This design comes from an exercise in tuning for small area on the open sky130 flow, not from production work.
Function was checked by simulation only, so behaviour that the tests miss may differ from the original.
No activity file was given, so power comes from the tool's default toggle rates.

==> run C: inputs <==
==> flow/design.v <==
module regfile #(
  parameter int NREGS = 32,
  parameter int AW    = 5,
  parameter int DW    = 32
) (
  input  logic             clk,
  input  logic             rst_n,
  input  logic             we_i,
  input  logic [AW-1:0]    waddr_i,
  input  logic [DW-1:0]    wdata_i,
  input  logic             wload_i,
  input  logic [AW-1:0]    raddr1_i,
  input  logic [AW-1:0]    raddr2_i,
  output logic [DW-1:0]    rdata1_o,
  output logic [DW-1:0]    rdata2_o,
  input  logic             rs1_used_i,
  input  logic             rs2_used_i,
  input  logic [AW-1:0]    rs1_i,
  input  logic [AW-1:0]    rs2_i,
  input  logic             ld_issue_i,
  input  logic [AW-1:0]    ld_rd_i,
  input  logic             flush_i,
  output logic             stall_o,
  output logic [NREGS-1:0] busy_o
);
  logic [DW-1:0]    regs [1:NREGS-1];
  logic [NREGS-1:0] busy_q;
  logic [NREGS-1:0] busy_d;
  logic             wb_load;
  logic             haz1;
  logic             haz2;
  assign wb_load = we_i & wload_i & (waddr_i != '0);
  always_ff @(posedge clk or negedge rst_n) begin
    if (!rst_n) begin
      for (int i = 1; i < NREGS; i++) begin
        regs[i] <= '0;
      end
    end else if (we_i && (waddr_i != '0)) begin
      regs[waddr_i] <= wdata_i;
    end
  end
  always_comb begin
    rdata1_o = '0;
    if (rst_n && (raddr1_i != '0)) begin
      if (we_i && (waddr_i == raddr1_i)) rdata1_o = wdata_i;
      else                               rdata1_o = regs[raddr1_i];
    end
  end
  always_comb begin
    rdata2_o = '0;
    if (rst_n && (raddr2_i != '0)) begin
      if (we_i && (waddr_i == raddr2_i)) rdata2_o = wdata_i;
      else                               rdata2_o = regs[raddr2_i];
    end
  end
  always_comb begin
    busy_d = busy_q;
    if (flush_i) begin
      busy_d = '0;
    end else begin
      if (wb_load)                         busy_d[waddr_i] = 1'b0;
      if (ld_issue_i && (ld_rd_i != '0))   busy_d[ld_rd_i] = 1'b1;
    end
    busy_d[0] = 1'b0;
  end
  always_ff @(posedge clk or negedge rst_n) begin
    if (!rst_n) busy_q <= '0;
    else        busy_q <= busy_d;
  end
  assign haz1 = rs1_used_i & busy_q[rs1_i] & ~(we_i & wload_i & (waddr_i == rs1_i));
  assign haz2 = rs2_used_i & busy_q[rs2_i] & ~(we_i & wload_i & (waddr_i == rs2_i));
  assign stall_o = haz1 | haz2;
  assign busy_o  = busy_q;
endmodule
==> flow/run.sh <==
#!/bin/bash
# synth_recipe.tcl (not shown) runs the flow's synth.tcl, then flattens the netlist and writes it again
# the make line also repeats each setting of config.mk as NAME=value (left out here)
make -C /OpenROAD-flow-scripts/flow DESIGN_CONFIG=/design/flow/config.mk WORK_HOME=/design/flow/orfs CLKGATE_MAP_FILE= SYNTH_SCRIPT=/design/flow/synth_recipe.tcl finish
==> flow/config.mk <==
export PLATFORM = sky130hd
export DESIGN_NAME = regfile
export DESIGN_NICKNAME = regfile
export VERILOG_FILES = /design/flow/design.v
export SDC_FILE = /design/flow/constraint.sdc
export NUM_CORES = 4
export LEC_CHECK = 0
export CAP_MARGIN = 20
export CORE_MARGIN = 2
export CORE_UTILIZATION = 40
export SLEW_MARGIN = 20
==> flow/constraint.sdc <==
create_clock -name core_clock -period 8.0 [get_ports {clk}]
set_input_delay 1.6000 -clock core_clock [delete_from_list [all_inputs] [get_ports {clk}]]
set_output_delay 1.6000 -clock core_clock [all_outputs]
set_load 0.01 [all_outputs]
==> run R: changes against run C <==
--- a/flow/design.v
+++ b/flow/design.v
@@ -1 +1,55 @@
+module regfile_hold #(
+  parameter int DW = 32
+) (
+  input  logic [DW-1:0] q,
+  input  logic [DW-1:0] w,
+  input  logic          en,
+  input  logic          en_n,
+  output logic [DW-1:0] d
+);
+  assign d = (q & {DW{en_n}}) | (w & {DW{en}});
+endmodule
+module regfile_aoi3 #(
+  parameter int DW = 32
+) (
+  input  logic [2:0]    s,
+  input  logic [DW-1:0] a,
+  input  logic [DW-1:0] b,
+  input  logic [DW-1:0] c,
+  output logic [DW-1:0] y_n
+);
+  assign y_n = ~((a & {DW{s[0]}}) | (b & {DW{s[1]}}) | (c & {DW{s[2]}}));
+endmodule
+module regfile_aoi2 #(
+  parameter int DW = 32
+) (
+  input  logic [1:0]    s,
+  input  logic [DW-1:0] a,
+  input  logic [DW-1:0] b,
+  output logic [DW-1:0] y_n
+);
+  assign y_n = ~((a & {DW{s[0]}}) | (b & {DW{s[1]}}));
+endmodule
+module regfile_rmux #(
+  parameter int DW = 32
+) (
+  input  logic [31:0]       sel,
+  input  logic [32*DW-1:0] d,
+  output logic [DW-1:0]     y
+);
+  logic [DW-1:0] t_n [0:10];
+  for (genvar g = 0; g < 10; g++) begin : g_aoi3
+    regfile_aoi3 #(.DW(DW)) u_aoi (
+      .s(sel[3*g +: 3]), .a(d[3*g*DW +: DW]), .b(d[(3*g+1)*DW +: DW]),
+      .c(d[(3*g+2)*DW +: DW]), .y_n(t_n[g])
+    );
+  end
+  regfile_aoi2 #(.DW(DW)) u_aoi2 (
+    .s(sel[31:30]), .a(d[30*DW +: DW]), .b(d[31*DW +: DW]), .y_n(t_n[10])
+  );
+  always_comb begin
+    y = '0;
+    for (int g = 0; g <= 10; g++) y = y | ~t_n[g];
+  end
+endmodule
 module regfile #(
@@ -26,2 +80,6 @@
   logic [DW-1:0]    regs [1:NREGS-1];
+  logic [DW-1:0]    regs_d [1:NREGS-1];
+  logic [NREGS-1:1] vld_q;
+  logic [NREGS-1:1] wen;
+  logic [NREGS-1:1] wen_n;
   logic [NREGS-1:0] busy_q;
@@ -31,35 +89,64 @@
   logic             haz2;
+  function automatic logic [3:0] dec_lo(input logic [AW-1:0] a);
+    for (int k = 0; k < 4; k++) dec_lo[k] = (a[1:0] == 2'(k));
+  endfunction
+  function automatic logic [7:0] dec_hi(input logic [AW-1:0] a, input logic en);
+    for (int k = 0; k < 8; k++) dec_hi[k] = en & (a[4:2] == 3'(k));
+  endfunction
+  logic [3:0] wa_lo;
+  logic [7:0] wa_hi;
+  assign wa_lo = dec_lo(waddr_i);
+  assign wa_hi = dec_hi(waddr_i, we_i);
   assign wb_load = we_i & wload_i & (waddr_i != '0);
-  always_ff @(posedge clk or negedge rst_n) begin
-    if (!rst_n) begin
-      for (int i = 1; i < NREGS; i++) begin
-        regs[i] <= '0;
-      end
-    end else if (we_i && (waddr_i != '0)) begin
-      regs[waddr_i] <= wdata_i;
+  always_comb begin
+    for (int i = 1; i < NREGS; i++) begin
+      wen[i]   = wa_lo[i % 4] & wa_hi[i / 4];
+      wen_n[i] = ~wen[i];
     end
   end
+  for (genvar i = 1; i < NREGS; i++) begin : g_row
+    regfile_hold #(.DW(DW)) u_hold (
+      .q(regs[i]), .w(wdata_i), .en(wen[i]), .en_n(wen_n[i]), .d(regs_d[i])
+    );
+  end
+  always_ff @(posedge clk) begin
+    for (int i = 1; i < NREGS; i++) regs[i] <= regs_d[i];
+  end
+  always_ff @(posedge clk or negedge rst_n) begin
+    if (!rst_n) vld_q <= '0;
+    else        vld_q <= vld_q | wen;
+  end
+  logic [32*DW-1:0] rd_words;
+  logic [31:0]   sel1, sel2;
   always_comb begin
-    rdata1_o = '0;
-    if (rst_n && (raddr1_i != '0)) begin
-      if (we_i && (waddr_i == raddr1_i)) rdata1_o = wdata_i;
-      else                               rdata1_o = regs[raddr1_i];
+    rd_words[DW-1:0] = wdata_i;
+    for (int i = 1; i < NREGS; i++) rd_words[i*DW +: DW] = regs[i];
+  end
+  function automatic logic [31:0] rd_sel(input logic [AW-1:0] ra,
+                                         input logic we, input logic [AW-1:0] wa,
+                                         input logic rn, input logic [NREGS-1:1] vld);
+    logic       hit;
+    logic [3:0] lo;
+    logic [7:0] hi;
+    logic [31:0] s;
+    hit  = we && (wa == ra) && (ra != '0);
+    lo   = dec_lo(ra);
+    hi   = dec_hi(ra, rn & ~hit);
+    s[0] = rn & hit;
+    for (int i = 1; i < NREGS; i++) s[i] = hi[i / 4] & lo[i % 4] & vld[i];
+    rd_sel = s;
+  endfunction
+  assign sel1 = rd_sel(raddr1_i, we_i, waddr_i, rst_n, vld_q);
+  assign sel2 = rd_sel(raddr2_i, we_i, waddr_i, rst_n, vld_q);
+  regfile_rmux #(.DW(DW)) u_rmux1 (.sel(sel1), .d(rd_words), .y(rdata1_o));
+  regfile_rmux #(.DW(DW)) u_rmux2 (.sel(sel2), .d(rd_words), .y(rdata2_o));
+  logic [3:0] ld_lo;
+  logic [7:0] ld_hi;
+  assign ld_lo = dec_lo(ld_rd_i);
+  assign ld_hi = dec_hi(ld_rd_i, ld_issue_i);
+  always_comb begin
+    busy_d[0] = 1'b0;
+    for (int i = 1; i < NREGS; i++) begin
+      busy_d[i] = ~flush_i & ((ld_hi[i / 4] & ld_lo[i % 4]) | (busy_q[i] & ~(wload_i & wen[i])));
     end
-  end
-  always_comb begin
-    rdata2_o = '0;
-    if (rst_n && (raddr2_i != '0)) begin
-      if (we_i && (waddr_i == raddr2_i)) rdata2_o = wdata_i;
-      else                               rdata2_o = regs[raddr2_i];
-    end
-  end
-  always_comb begin
-    busy_d = busy_q;
-    if (flush_i) begin
-      busy_d = '0;
-    end else begin
-      if (wb_load)                         busy_d[waddr_i] = 1'b0;
-      if (ld_issue_i && (ld_rd_i != '0))   busy_d[ld_rd_i] = 1'b1;
-    end
-    busy_d[0] = 1'b0;
   end
==> flow/flow/run.sh (new file) <==
#!/bin/bash
# The standard layout (standard.sh, unchanged synthesis), with two changes:
#  - the ports are buffered with the smallest buffer (buf_1) instead of the
#    default pick; every input and output port still gets its own buffer;
#  - clock tree synthesis does not add dummy loads.
# All tool output goes to the step logs under orfs/logs and to flow.log here.
set -euo pipefail
export BUFFER_PORTS_ARGS="-buffer_cell sky130_fd_sc_hd__buf_1"
export CTS_ARGS="-sink_clustering_enable -repair_clock_nets -dont_use_dummy_load -sink_clustering_size 25 -sink_clustering_max_diameter 80"
bash standard.sh > flow.log 2>&1
==> flow/standard.sh (new file) <==
#!/bin/bash
# synth_recipe.tcl (not shown) runs the flow's synth.tcl, then flattens the netlist and writes it again
# the make line also repeats each setting of config.mk as NAME=value (left out here)
make -C /OpenROAD-flow-scripts/flow DESIGN_CONFIG=/design/flow/config.mk WORK_HOME=/design/flow/orfs CLKGATE_MAP_FILE= SYNTH_SCRIPT=/design/flow/synth_recipe.tcl "${@:-finish}"
- CAP_MARGIN: 20 -> 5
- CORE_UTILIZATION: 40 -> 45
- CTS_CLUSTER_DIAMETER: unset -> 80
- CTS_CLUSTER_SIZE: unset -> 25
- SLEW_MARGIN: 20 -> 5
- SYNTH_HIERARCHICAL: unset -> 1
removed: flow/run.sh
==> run M: changes against run C <==
--- a/flow/design.v
+++ b/flow/design.v
@@ -1 +1,55 @@
+module regfile_hold #(
+  parameter int DW = 32
+) (
+  input  logic [DW-1:0] q,
+  input  logic [DW-1:0] w,
+  input  logic          en,
+  input  logic          en_n,
+  output logic [DW-1:0] d
+);
+  assign d = (q & {DW{en_n}}) | (w & {DW{en}});
+endmodule
+module regfile_aoi3 #(
+  parameter int DW = 32
+) (
+  input  logic [2:0]    s,
+  input  logic [DW-1:0] a,
+  input  logic [DW-1:0] b,
+  input  logic [DW-1:0] c,
+  output logic [DW-1:0] y_n
+);
+  assign y_n = ~((a & {DW{s[0]}}) | (b & {DW{s[1]}}) | (c & {DW{s[2]}}));
+endmodule
+module regfile_aoi2 #(
+  parameter int DW = 32
+) (
+  input  logic [1:0]    s,
+  input  logic [DW-1:0] a,
+  input  logic [DW-1:0] b,
+  output logic [DW-1:0] y_n
+);
+  assign y_n = ~((a & {DW{s[0]}}) | (b & {DW{s[1]}}));
+endmodule
+module regfile_rmux #(
+  parameter int DW = 32
+) (
+  input  logic [31:0]       sel,
+  input  logic [32*DW-1:0] d,
+  output logic [DW-1:0]     y
+);
+  logic [DW-1:0] t_n [0:10];
+  for (genvar g = 0; g < 10; g++) begin : g_aoi3
+    regfile_aoi3 #(.DW(DW)) u_aoi (
+      .s(sel[3*g +: 3]), .a(d[3*g*DW +: DW]), .b(d[(3*g+1)*DW +: DW]),
+      .c(d[(3*g+2)*DW +: DW]), .y_n(t_n[g])
+    );
+  end
+  regfile_aoi2 #(.DW(DW)) u_aoi2 (
+    .s(sel[31:30]), .a(d[30*DW +: DW]), .b(d[31*DW +: DW]), .y_n(t_n[10])
+  );
+  always_comb begin
+    y = '0;
+    for (int g = 0; g <= 10; g++) y = y | ~t_n[g];
+  end
+endmodule
 module regfile #(
@@ -26,2 +80,6 @@
   logic [DW-1:0]    regs [1:NREGS-1];
+  logic [DW-1:0]    regs_d [1:NREGS-1];
+  logic [NREGS-1:1] vld_q;
+  logic [NREGS-1:1] wen;
+  logic [NREGS-1:1] wen_n;
   logic [NREGS-1:0] busy_q;
@@ -32,25 +90,40 @@
   assign wb_load = we_i & wload_i & (waddr_i != '0);
-  always_ff @(posedge clk or negedge rst_n) begin
-    if (!rst_n) begin
-      for (int i = 1; i < NREGS; i++) begin
-        regs[i] <= '0;
-      end
-    end else if (we_i && (waddr_i != '0)) begin
-      regs[waddr_i] <= wdata_i;
+  always_comb begin
+    for (int i = 1; i < NREGS; i++) begin
+      wen[i]   = we_i && (waddr_i == AW'(i));
+      wen_n[i] = ~wen[i];
     end
   end
+  for (genvar i = 1; i < NREGS; i++) begin : g_row
+    regfile_hold #(.DW(DW)) u_hold (
+      .q(regs[i]), .w(wdata_i), .en(wen[i]), .en_n(wen_n[i]), .d(regs_d[i])
+    );
+  end
+  always_ff @(posedge clk) begin
+    for (int i = 1; i < NREGS; i++) regs[i] <= regs_d[i];
+  end
+  always_ff @(posedge clk or negedge rst_n) begin
+    if (!rst_n) vld_q <= '0;
+    else        vld_q <= vld_q | wen;
+  end
+  logic [32*DW-1:0] rd_words;
+  logic [31:0]   sel1, sel2;
   always_comb begin
-    rdata1_o = '0;
-    if (rst_n && (raddr1_i != '0)) begin
-      if (we_i && (waddr_i == raddr1_i)) rdata1_o = wdata_i;
-      else                               rdata1_o = regs[raddr1_i];
-    end
+    rd_words[DW-1:0] = wdata_i;
+    for (int i = 1; i < NREGS; i++) rd_words[i*DW +: DW] = regs[i];
   end
-  always_comb begin
-    rdata2_o = '0;
-    if (rst_n && (raddr2_i != '0)) begin
-      if (we_i && (waddr_i == raddr2_i)) rdata2_o = wdata_i;
-      else                               rdata2_o = regs[raddr2_i];
-    end
-  end
+  function automatic logic [31:0] rd_sel(input logic [AW-1:0] ra,
+                                         input logic we, input logic [AW-1:0] wa,
+                                         input logic rn, input logic [NREGS-1:1] vld);
+    logic hit;
+    logic [31:0] s;
+    hit  = we && (wa == ra) && (ra != '0);
+    s[0] = rn & hit;
+    for (int i = 1; i < NREGS; i++) s[i] = rn & ~hit & (ra == AW'(i)) & vld[i];
+    rd_sel = s;
+  endfunction
+  assign sel1 = rd_sel(raddr1_i, we_i, waddr_i, rst_n, vld_q);
+  assign sel2 = rd_sel(raddr2_i, we_i, waddr_i, rst_n, vld_q);
+  regfile_rmux #(.DW(DW)) u_rmux1 (.sel(sel1), .d(rd_words), .y(rdata1_o));
+  regfile_rmux #(.DW(DW)) u_rmux2 (.sel(sel2), .d(rd_words), .y(rdata2_o));
   always_comb begin
- CAP_MARGIN: 20 -> 10
- CORE_UTILIZATION: 40 -> 45
- CTS_CLUSTER_DIAMETER: unset -> 80
- CTS_CLUSTER_SIZE: unset -> 25
- SLEW_MARGIN: 20 -> 10
- SYNTH_HIERARCHICAL: unset -> 1
==> comparison <==
- In run R the non-clock buffer count is lower than in run M, by 21.
- Wire length: run C > run M > run R.
- Synthesized cell count: run M is lower than run C (17%).
- Against run C, the critical path depth of run R is higher by 2.
- In run R the power is lower than in run M, by 3.1%.
- The lowest cell count belongs to run R, the highest to run C.
- Against run R, the global-route usage of run M is higher by 2.0 points.
- Register-to-register slack: run C is lower than run R (0.11 ns).
- The lowest sequential share of layout area belongs to run C, the highest to run R.

what the ideal ports hide:
No port has a modelled driver above. Below, the same layouts with a new extraction and two added sets of constraints. Step 1: set_driving_cell puts a clkbuf_16 on clk and a buf_2 on each other input, an assumption about the parent block. Step 2 adds t to the input delays and takes it off the output delays; t is the mean of the earliest and latest rising clock arrival at the registers after step 1. Input paths then give back, and output paths get back, about the clock's delay inside the block. Slacks: ideal / step 1 / step 2; pairs: ideal / step 1.
run	shift t [ns]	setup WS [ns]	worst setup path at the end	cell pins on the clock port's net
run C	0.843	0.747 / 0.720 / 0.720	input to output	1
run R	0.737	0.901 / 0.877 / 0.877	input to output	1
run M	0.790	0.305 / 0.280 / 0.280	input to output	1
After both steps every run listed still meets setup and hold. The setup slack of run C, which loses most, moves by -0.027 ns with the drivers and by -0.027 ns with both steps.
